Background: an optimization exercise with open tools, aiming at small area. Do not read the settings as production practice. At most, simulation tests tie the RTL to the original design; equivalence was not proved.

== rev 12 ==
==> module memwb_stage, before the edit <==
module memwb_stage (
  input  logic         clk,
  input  logic         reset,
  input  logic [3:0]   ctrl_MEM,
  input  logic [31:0]  ALU_out_MEM,
  input  logic [31:0]  write_data_MEM,
  input  logic [4:0]   reg_dst_MEM,
  output logic         mem_stall,
  output logic [1:0]   ctrl_WB,
  output logic [31:0]  read_data_WB,
  output logic [31:0]  ALU_out_WB,
  output logic [4:0]   reg_dst_WB,
  output logic         misalign_WB
);
  localparam int NT = 22;   
  logic [31:0] ring [64];
  logic [5:0]  rot;
  logic        b1, b2;
  logic        wb_pend;
  logic [5:0]  wb_addr;
  logic [5:0]  wb_slot;    
  logic [31:0] wb_data;
  logic [1:0]  ctrl_wb_q;
  logic        misalign_wb_q;
  logic [31:0] read_data_wb_q;
  logic [31:0] alu_out_wb_q;
  logic [4:0]  reg_dst_wb_q;
  logic          access, misal, stall, commit, st_commit, byp, drain;
  logic [5:0]    addr;
  logic [NT-1:0] we, wen;
  logic          hsel, bsel, tapok, anyhit;
  logic [NT-1:0] hit;
  logic [31:0]   wd_pos, wd_neg, rdata;
  logic [NT*32-1:0] port_y;
  genvar pk, pb, b, i;
  always_comb begin
    access    = ctrl_MEM[1] | ctrl_MEM[0];
    misal     = access & (ALU_out_MEM[1:0] != 2'b00);
    stall     = b1 | (~b2 & access);
    commit    = ~stall & ~reset;
    st_commit = commit & ctrl_MEM[0] & ~misal;
    addr      = ALU_out_MEM[7:2];
    byp       = wb_pend & (wb_addr == addr);
    for (int k = 0; k < NT; k++) begin
      we[k]   = (wb_slot == 6'(3 * k)) & wb_pend;
    end
    wen    = ~we;
    drain  = |we;
    anyhit = |hit;
    tapok  = ~byp & ~misal;
    bsel   = byp & ~misal;
    hsel   = ~anyhit & ~byp & ~misal;
    wd_pos = wb_data;
    wd_neg = ~wb_data;
  end
  memwb_tapdec u_dec (.addr(addr), .rot(rot), .hit(hit));
  for (b = 0; b < 32; b++) begin : g_rd
    logic [10:0] s, d, sn, dn;
    for (i = 0; i < 11; i++) begin : g_t
      assign s[i]  = hit[2 * i];
      assign d[i]  = ring[6 * i][b];
      assign sn[i] = ~hit[2 * i + 1];
      assign dn[i] = ring[6 * i + 3][b];
    end
    memwb_rdbit u_rd (
      .s(s), .d(d), .sn(sn), .dn(dn), .tapok(tapok),
      .hsel(hsel), .hd(read_data_wb_q[b]), .bsel(bsel), .bd(wb_data[b]),
      .y(rdata[b])
    );
  end
  for (pk = 0; pk < NT; pk++) begin : g_port
    for (pb = 0; pb < 32; pb++) begin : g_bit
      memwb_port u_p (
        .p(ring[(3 * pk + 63) % 64][pb]), .we(we[pk]),
        .x(pk % 2 == 1 ? wd_pos[pb] : wd_neg[pb]), .wen(wen[pk]),
        .y(port_y[32 * pk + pb])
      );
    end
  end
  always_ff @(posedge clk) begin
    rot <= rot + 6'd1;
    for (int j = 0; j < 64; j++) begin
      if (j % 3 == 0) ring[j] <= port_y[32 * (j / 3) +: 32];
      else            ring[j] <= ring[(j + 63) % 64];
    end
    wb_pend <= st_commit | (wb_pend & ~drain);
    wb_slot <= st_commit ? addr + rot + 6'd2 : wb_slot + 6'd1;
    if (st_commit) begin
      wb_addr <= addr;
      wb_data <= write_data_MEM;
    end
    b1 <= ~reset & ~b1 & ~b2 & access;
    b2 <= ~reset & b1;
    ctrl_wb_q      <= commit ? ctrl_MEM[3:2] : 2'b00;
    misalign_wb_q  <= commit & misal;
    read_data_wb_q <= rdata;
    alu_out_wb_q   <= ALU_out_MEM;
    reg_dst_wb_q   <= reg_dst_MEM;
  end
  assign mem_stall    = stall;
  assign ctrl_WB      = ctrl_wb_q;
  assign read_data_WB = read_data_wb_q;
  assign ALU_out_WB   = alu_out_wb_q;
  assign reg_dst_WB   = reg_dst_wb_q;
  assign misalign_WB  = misalign_wb_q;
endmodule
clock: 3.5 ns
lec_check: 0
cap_margin: 20
core_margin: 2
core_utilization: 60
cts_buf_list: sky130_fd_sc_hd__clkbuf_8
cts_cluster_diameter: 60
cts_cluster_size: 20
slew_margin: 20
synth_hierarchical: 1
standard.sh (not shown) runs the stock make flow with config.mk's settings and CLKGATE_MAP_FILE= SYNTH_SCRIPT=/design/flow/synth_recipe.tcl, a recipe that flattens the netlist after the stock synthesis.
==> flow/flow/run.sh <==
#!/bin/bash
# The standard layout, with two changes: ports are buffered with the smallest
# buffer, and clock tree synthesis uses clkbuf_8 clusters without dummy loads.
set -euo pipefail
export BUFFER_PORTS_ARGS="-buffer_cell sky130_fd_sc_hd__buf_1"
export CTS_ARGS="-sink_clustering_enable -repair_clock_nets -buf_list sky130_fd_sc_hd__clkbuf_8 -sink_clustering_size 20 -sink_clustering_max_diameter 60 -dont_use_dummy_load"
bash standard.sh > standard_flow.log 2>&1
Edits applied to the flow inputs when going from rev 12 to rev 13:
--- a/flow/design.v
+++ b/flow/design.v
@@ -83,7 +83,6 @@
   logic        b1, b2;
   logic        wb_pend;
   logic [5:0]  wb_addr;
-  logic [5:0]  wb_slot;    
   logic [31:0] wb_data;
   logic [1:0]  ctrl_wb_q;
   logic        misalign_wb_q;
@@ -91,7 +90,7 @@
   logic [31:0] alu_out_wb_q;
   logic [4:0]  reg_dst_wb_q;
   logic          access, misal, stall, commit, st_commit, byp, drain;
-  logic [5:0]    addr;
+  logic [5:0]    addr, wslot;
   logic [NT-1:0] we, wen;
   logic          hsel, bsel, tapok, anyhit;
   logic [NT-1:0] hit;
@@ -105,9 +104,10 @@
     commit    = ~stall & ~reset;
     st_commit = commit & ctrl_MEM[0] & ~misal;
     addr      = ALU_out_MEM[7:2];
+    wslot     = wb_addr + rot + 6'd1;
     byp       = wb_pend & (wb_addr == addr);
     for (int k = 0; k < NT; k++) begin
-      we[k]   = (wb_slot == 6'(3 * k)) & wb_pend;
+      we[k]   = (wslot == 6'(3 * k)) & wb_pend;
     end
     wen    = ~we;
     drain  = |we;
@@ -149,7 +149,6 @@
       else            ring[j] <= ring[(j + 63) % 64];
     end
     wb_pend <= st_commit | (wb_pend & ~drain);
-    wb_slot <= st_commit ? addr + rot + 6'd2 : wb_slot + 6'd1;
     if (st_commit) begin
       wb_addr <= addr;
       wb_data <= write_data_MEM;
- On first-pass GRT wire length, rev 13 does better than rev 12.
- Wire length (rev 13 vs. rev 12) decreases slightly
- Summary of rev 13 over rev 12: critical path required time up 0.03 ns; total buffers and inverters traversed by the critical path went up by 1; clock network area share stayed essentially flat; worst reg-to-reg path cell count went down by 2; cell area after technology mapping neither gained nor lost much.
- Rev 12 was routed with fewer vias than rev 13.
- Taking rev 12 as the reference point, the data-path buffer share of cell area in the final layout of rev 13 rises by 0.62 points.
- Compared with rev 12, in rev 13 synthesized-area fraction occupied by ao, oa, aoi and oai cells rose by 0.25 points, post-route cell area moved up.
- Of rev 13 and rev 12, it is rev 13 that has the higher non-clock buffer count.
- Of rev 13 and rev 12, the run reporting the lower largest voltage drop on the vdd net was rev 13.
The RTL of rev 12 was laid out without a check of its function.

========
v16:
The RTL this note starts from:
==> flow/design.v <==
module memwb_port (
  input  logic p, we, x, wen,
  output logic y
);
  assign y = ~((p | we) & (x | wen));
endmodule
module memwb_aoi222 (
  input  logic s0, d0, s1, d1, s2, d2,
  output logic y
);
  assign y = ~((s0 & d0) | (s1 & d1) | (s2 & d2));
endmodule
module memwb_oai22 (
  input  logic sn0, d0, sn1, d1,
  output logic y
);
  assign y = ~((sn0 | d0) & (sn1 | d1));
endmodule
module memwb_nand4 (
  input  logic a, b, c, d,
  output logic y
);
  assign y = ~(a & b & c & d);
endmodule
module memwb_and4 (
  input  logic a, b, c, d,
  output logic y
);
  assign y = a & b & c & d;
endmodule
module memwb_nor2 (
  input  logic a, b,
  output logic y
);
  assign y = ~(a | b);
endmodule
module memwb_rdbit (
  input  logic [11:0] s,
  input  logic [11:0] d,
  input  logic [11:0] sn,
  input  logic [11:0] dn,
  output logic        y
);
  logic [3:0] n;   
  logic [5:0] p;   
  for (genvar i = 0; i < 4; i++) begin : g_n
    memwb_aoi222 u_n (
      .s0(s[3 * i]), .d0(d[3 * i]), .s1(s[3 * i + 1]), .d1(d[3 * i + 1]),
      .s2(s[3 * i + 2]), .d2(d[3 * i + 2]), .y(n[i])
    );
  end
  for (genvar i = 0; i < 6; i++) begin : g_p
    memwb_oai22 u_p (
      .sn0(sn[2 * i]), .d0(dn[2 * i]), .sn1(sn[2 * i + 1]), .d1(dn[2 * i + 1]), .y(p[i])
    );
  end
  logic [2:0] q;   
  logic       a;
  memwb_nor2  u_q0 (.a(p[0]), .b(p[1]), .y(q[0]));
  memwb_nor2  u_q1 (.a(p[2]), .b(p[3]), .y(q[1]));
  memwb_nor2  u_q2 (.a(p[4]), .b(p[5]), .y(q[2]));
  memwb_and4  u_a  (.a(n[0]), .b(n[1]), .c(n[2]), .d(n[3]), .y(a));
  memwb_nand4 u_y  (.a(q[0]), .b(q[1]), .c(q[2]), .d(a), .y(y));
endmodule
module memwb_tapdec (
  input  logic [5:0]  addr,
  input  logic [5:0]  rot,
  output logic [21:0] hit
);
  logic [5:0] h, g, p;
  logic [1:0] e0;           
  logic [3:0] e [1:5];      
  assign h = addr ^ rot;
  assign g = addr & rot;
  assign p = addr | rot;
  assign e0[0] = ~h[0];
  assign e0[1] = h[0];
  for (genvar i = 1; i < 6; i++) begin : g_e
    assign e[i][0] = ~(h[i] ^ p[i - 1]);    
    assign e[i][1] = ~(h[i] ^ g[i - 1]);    
    assign e[i][2] = (h[i] ^ p[i - 1]);     
    assign e[i][3] = (h[i] ^ g[i - 1]);     
  end
  for (genvar k = 0; k < 22; k++) begin : g_hit
    localparam logic [5:0] K = 6'(3 * k);
    assign hit[k] = e0[K[0]] & e[1][{K[1], K[0]}] & e[2][{K[2], K[1]}] &
                    e[3][{K[3], K[2]}] & e[4][{K[4], K[3]}] & e[5][{K[5], K[4]}];
  end
endmodule
module memwb_stage (
  input  logic         clk,
  input  logic         reset,
  input  logic [3:0]   ctrl_MEM,
  input  logic [31:0]  ALU_out_MEM,
  input  logic [31:0]  write_data_MEM,
  input  logic [4:0]   reg_dst_MEM,
  output logic         mem_stall,
  output logic [1:0]   ctrl_WB,
  output logic [31:0]  read_data_WB,
  output logic [31:0]  ALU_out_WB,
  output logic [4:0]   reg_dst_WB,
  output logic         misalign_WB
);
  localparam int NT = 22;   
  logic [31:0] ring [64];
  logic [5:0]  rot;
  logic        b1, b2;
  logic        wb_pend;
  logic [5:0]  wb_addr;
  logic [5:0]  wb_slot;    
  logic [31:0] wb_data;
  logic [1:0]  ctrl_wb_q;
  logic        misalign_wb_q;
  logic [31:0] read_data_wb_q;
  logic [31:0] alu_out_wb_q;
  logic [4:0]  reg_dst_wb_q;
  logic          access, misal, stall, commit, st_commit, byp, drain;
  logic [5:0]    addr;
  logic [NT-1:0] we, wen;
  logic          hsel, bsel, tapok;
  logic [NT-1:0] hit, tsel;
  logic [31:0]   wd_pos, wd_neg, rdata;
  logic [NT*32-1:0] port_y;
  genvar pk, pb, b, i;
  always_comb begin
    access    = ctrl_MEM[1] | ctrl_MEM[0];
    misal     = access & (ALU_out_MEM[1:0] != 2'b00);
    stall     = b1 | (~b2 & access);
    commit    = ~stall & ~reset;
    st_commit = commit & ctrl_MEM[0] & ~misal;
    addr      = ALU_out_MEM[7:2];
    byp       = wb_pend & (wb_addr == addr);
    for (int k = 0; k < NT; k++) begin
      we[k]   = (wb_slot == 6'(3 * k)) & wb_pend;
    end
    wen    = ~we;
    drain  = |we;
    tapok  = ~byp & ~misal;
    tsel   = hit & {NT{tapok}};
    bsel   = byp & ~misal;
    hsel   = (b1 | b2) & ~misal;
    wd_pos = wb_data;
    wd_neg = ~wb_data;
  end
  memwb_tapdec u_dec (.addr(addr), .rot(rot), .hit(hit));
  for (b = 0; b < 32; b++) begin : g_rd
    logic [11:0] s, d, sn, dn;
    for (i = 0; i < 11; i++) begin : g_t
      assign s[i]  = tsel[2 * i];
      assign d[i]  = ring[6 * i][b];
      assign sn[i] = ~tsel[2 * i + 1];
      assign dn[i] = ring[6 * i + 3][b];
    end
    assign s[11]  = hsel;
    assign d[11]  = read_data_wb_q[b];
    assign sn[11] = ~bsel;
    assign dn[11] = wd_neg[b];
    memwb_rdbit u_rd (.s(s), .d(d), .sn(sn), .dn(dn), .y(rdata[b]));
  end
  for (pk = 0; pk < NT; pk++) begin : g_port
    for (pb = 0; pb < 32; pb++) begin : g_bit
      memwb_port u_p (
        .p(ring[(3 * pk + 63) % 64][pb]), .we(we[pk]),
        .x(pk % 2 == 1 ? wd_pos[pb] : wd_neg[pb]), .wen(wen[pk]),
        .y(port_y[32 * pk + pb])
      );
    end
  end
  always_ff @(posedge clk) begin
    rot <= rot + 6'd1;
    for (int j = 0; j < 64; j++) begin
      if (j % 3 == 0) ring[j] <= port_y[32 * (j / 3) +: 32];
      else            ring[j] <= ring[(j + 63) % 64];
    end
    wb_pend <= st_commit | (wb_pend & ~drain);
    wb_slot <= st_commit ? addr + rot + 6'd2 : wb_slot + 6'd1;
    if (st_commit) begin
      wb_addr <= addr;
      wb_data <= write_data_MEM;
    end
    b1 <= ~reset & ~b1 & ~b2 & access;
    b2 <= ~reset & b1;
    ctrl_wb_q      <= commit ? ctrl_MEM[3:2] : 2'b00;
    misalign_wb_q  <= commit & misal;
    read_data_wb_q <= rdata;
    alu_out_wb_q   <= ALU_out_MEM;
    reg_dst_wb_q   <= reg_dst_MEM;
  end
  assign mem_stall    = stall;
  assign ctrl_WB      = ctrl_wb_q;
  assign read_data_WB = read_data_wb_q;
  assign ALU_out_WB   = alu_out_wb_q;
  assign reg_dst_WB   = reg_dst_wb_q;
  assign misalign_WB  = misalign_wb_q;
endmodule
==> flow/config.mk <==
export PLATFORM = sky130hd
export DESIGN_NAME = memwb_stage
export DESIGN_NICKNAME = memwb_stage
export VERILOG_FILES = /design/flow/design.v
export SDC_FILE = /design/flow/constraint.sdc
export NUM_CORES = 4
export LEC_CHECK = 0
export CAP_MARGIN = 20
export CORE_MARGIN = 2
export CORE_UTILIZATION = 60
export CTS_BUF_LIST = sky130_fd_sc_hd__clkbuf_8
export CTS_CLUSTER_DIAMETER = 60
export CTS_CLUSTER_SIZE = 20
export SLEW_MARGIN = 20
export SYNTH_HIERARCHICAL = 1
==> flow/constraint.sdc <==
create_clock -name core_clock -period 3.5 [get_ports {clk}]
set_input_delay 0.7000 -clock core_clock [delete_from_list [all_inputs] [get_ports {clk}]]
set_output_delay 0.7000 -clock core_clock [all_outputs]
set_load 0.01 [all_outputs]
==> flow/flow/run.sh <==
#!/bin/bash
# The standard layout, with three changes: ports are buffered with the
# smallest buffer; the buffers that timing-driven global placement adds while
# the placement is still rough are not kept (the later repair steps buffer and
# size from the final placement); and clock tree synthesis uses clkbuf_8
# clusters under a clkbuf_16 root, without dummy loads.
set -euo pipefail
export BUFFER_PORTS_ARGS="-buffer_cell sky130_fd_sc_hd__buf_1"
export GPL_KEEP_OVERFLOW=0
export CTS_ARGS="-sink_clustering_enable -repair_clock_nets -buf_list sky130_fd_sc_hd__clkbuf_8 -sink_clustering_size 20 -sink_clustering_max_diameter 55 -dont_use_dummy_load -root_buf sky130_fd_sc_hd__clkbuf_16"
bash standard.sh > standard_flow.log 2>&1
## Diff of input files: v32 against v16
-- flow/design.v --
<<< v16, line 23
  assign y = ~(a & b & c & d);
endmodule
module memwb_and4 (
  input  logic a, b, c, d,
  output logic y
);
  assign y = a & b & c & d;
endmodule
module memwb_nor2 (
  input  logic a, b,
  output logic y
);
  assign y = ~(a | b);
endmodule
module memwb_rdbit (
>>> v32, line 23
  assign y = ~(a & b & c & d);
endmodule
module memwb_or4 (
  input  logic a, b, c, d,
  output logic y
);
  assign y = a | b | c | d;
endmodule
module memwb_rdbit (
<<< v16, line 55
    );
  end
  logic [2:0] q;   
  logic       a;
  memwb_nor2  u_q0 (.a(p[0]), .b(p[1]), .y(q[0]));
  memwb_nor2  u_q1 (.a(p[2]), .b(p[3]), .y(q[1]));
  memwb_nor2  u_q2 (.a(p[4]), .b(p[5]), .y(q[2]));
  memwb_and4  u_a  (.a(n[0]), .b(n[1]), .c(n[2]), .d(n[3]), .y(a));
  memwb_nand4 u_y  (.a(q[0]), .b(q[1]), .c(q[2]), .d(a), .y(y));
endmodule
module memwb_tapdec (
>>> v32, line 49
    );
  end
  logic a, o;
  memwb_nand4 u_a (.a(n[0]), .b(n[1]), .c(n[2]), .d(n[3]), .y(a));
  memwb_or4   u_o (.a(p[0]), .b(p[1]), .c(p[2]), .d(p[3]), .y(o));
  memwb_or4   u_y (.a(o), .b(p[4]), .c(p[5]), .d(a), .y(y));
endmodule
module memwb_tapdec (
<<< v16, line 118
  logic [5:0]    addr;
  logic [NT-1:0] we, wen;
  logic          hsel, bsel, tapok;
  logic [NT-1:0] hit, tsel;
  logic [31:0]   wd_pos, wd_neg, rdata;
>>> v32, line 109
  logic [5:0]    addr;
  logic [NT-1:0] we, wen;
  logic          hsel, bsel, tapok, anyhit;
  logic [NT-1:0] hit, tsel;
  logic [31:0]   wd_pos, wd_neg, rdata;
<<< v16, line 136
    wen    = ~we;
    drain  = |we;
    tapok  = ~byp & ~misal;
    tsel   = hit & {NT{tapok}};
    bsel   = byp & ~misal;
    hsel   = (b1 | b2) & ~misal;
    wd_pos = wb_data;
    wd_neg = ~wb_data;
>>> v32, line 127
    wen    = ~we;
    drain  = |we;
    anyhit = |hit;
    tapok  = ~byp & ~misal;
    tsel   = hit & {NT{tapok}};
    bsel   = byp & ~misal;
    hsel   = ~anyhit & ~byp & ~misal;
    wd_pos = wb_data;
    wd_neg = ~wb_data;
Results
- When the final numbers for v16 and v32 were put side by side, the met1 demand-to-capacity share in global routing turned out to be greater in v32.
- v16 has a lower final weighted congestion in routability-driven placement than v32.
- Relative to v16, sequential share of layout area has gone down in v32.
- [v32] flow finished | final checks: failed | reasons: setup timing
- For multiplexer fraction of the synthesized cell area, v16 and v32 come out practically identical.
- v32 vs. v16: relative slew slack moved down, met3 track demand over resource level, global-route usage moved up, count of placed standard cells including taps moved down, count of routing violations after the opening detailed-route iteration moved up.
- Of v16 and v32, v32 shows the higher number of setup violations in the final report, with v16 below it.
- Looking at final cell count without fillers across v16 and v32, the one that comes out lower is v32.
No run of this note included a check of the RTL's function; only the layout flow was run.

-- separate check: timing with driven ports --
The results above use ideal ports. As a check the final layouts listed here were re-extracted and re-timed, cells and wires unchanged. Step 1: set_driving_cell puts a clkbuf_16 on clk and a buf_2 on each other input, an assumption about the parent block. Step 2 also shifts input and output timing later by t, the mid clock arrival at the registers, as if the neighbouring blocks saw the same clock. Three values: no drivers, after step 1, after step 2; two values: the first two.
run	shift t [ns]	setup WS [ns]	worst hold slack (ns)	worst setup path after step 2	latest minus earliest clock arrival (ns)
rev 12	0.896	0.172 / 0.172 / -0.178	0.043 / -0.001 / 0.269	input to register	0.090 / 0.090
rev 13	0.885	0.122 / 0.122 / -0.570	0.100 / 0.056 / 0.281	input to register	0.109 / 0.109
v16	0.768	0.121 / 0.121 / -0.205	0.062 / 0.018 / 0.242	input to register	0.087 / 0.087
v32	0.762	-0.052 / -0.052 / -0.676	0.064 / 0.018 / 0.286	input to register	0.092 / 0.091
Met with ideal ports but missed after step 2: setup timing in rev 12, rev 13 and v16. The setup slack of rev 13, which loses most, moves by 0.000 ns with the drivers and by -0.692 ns with both steps.
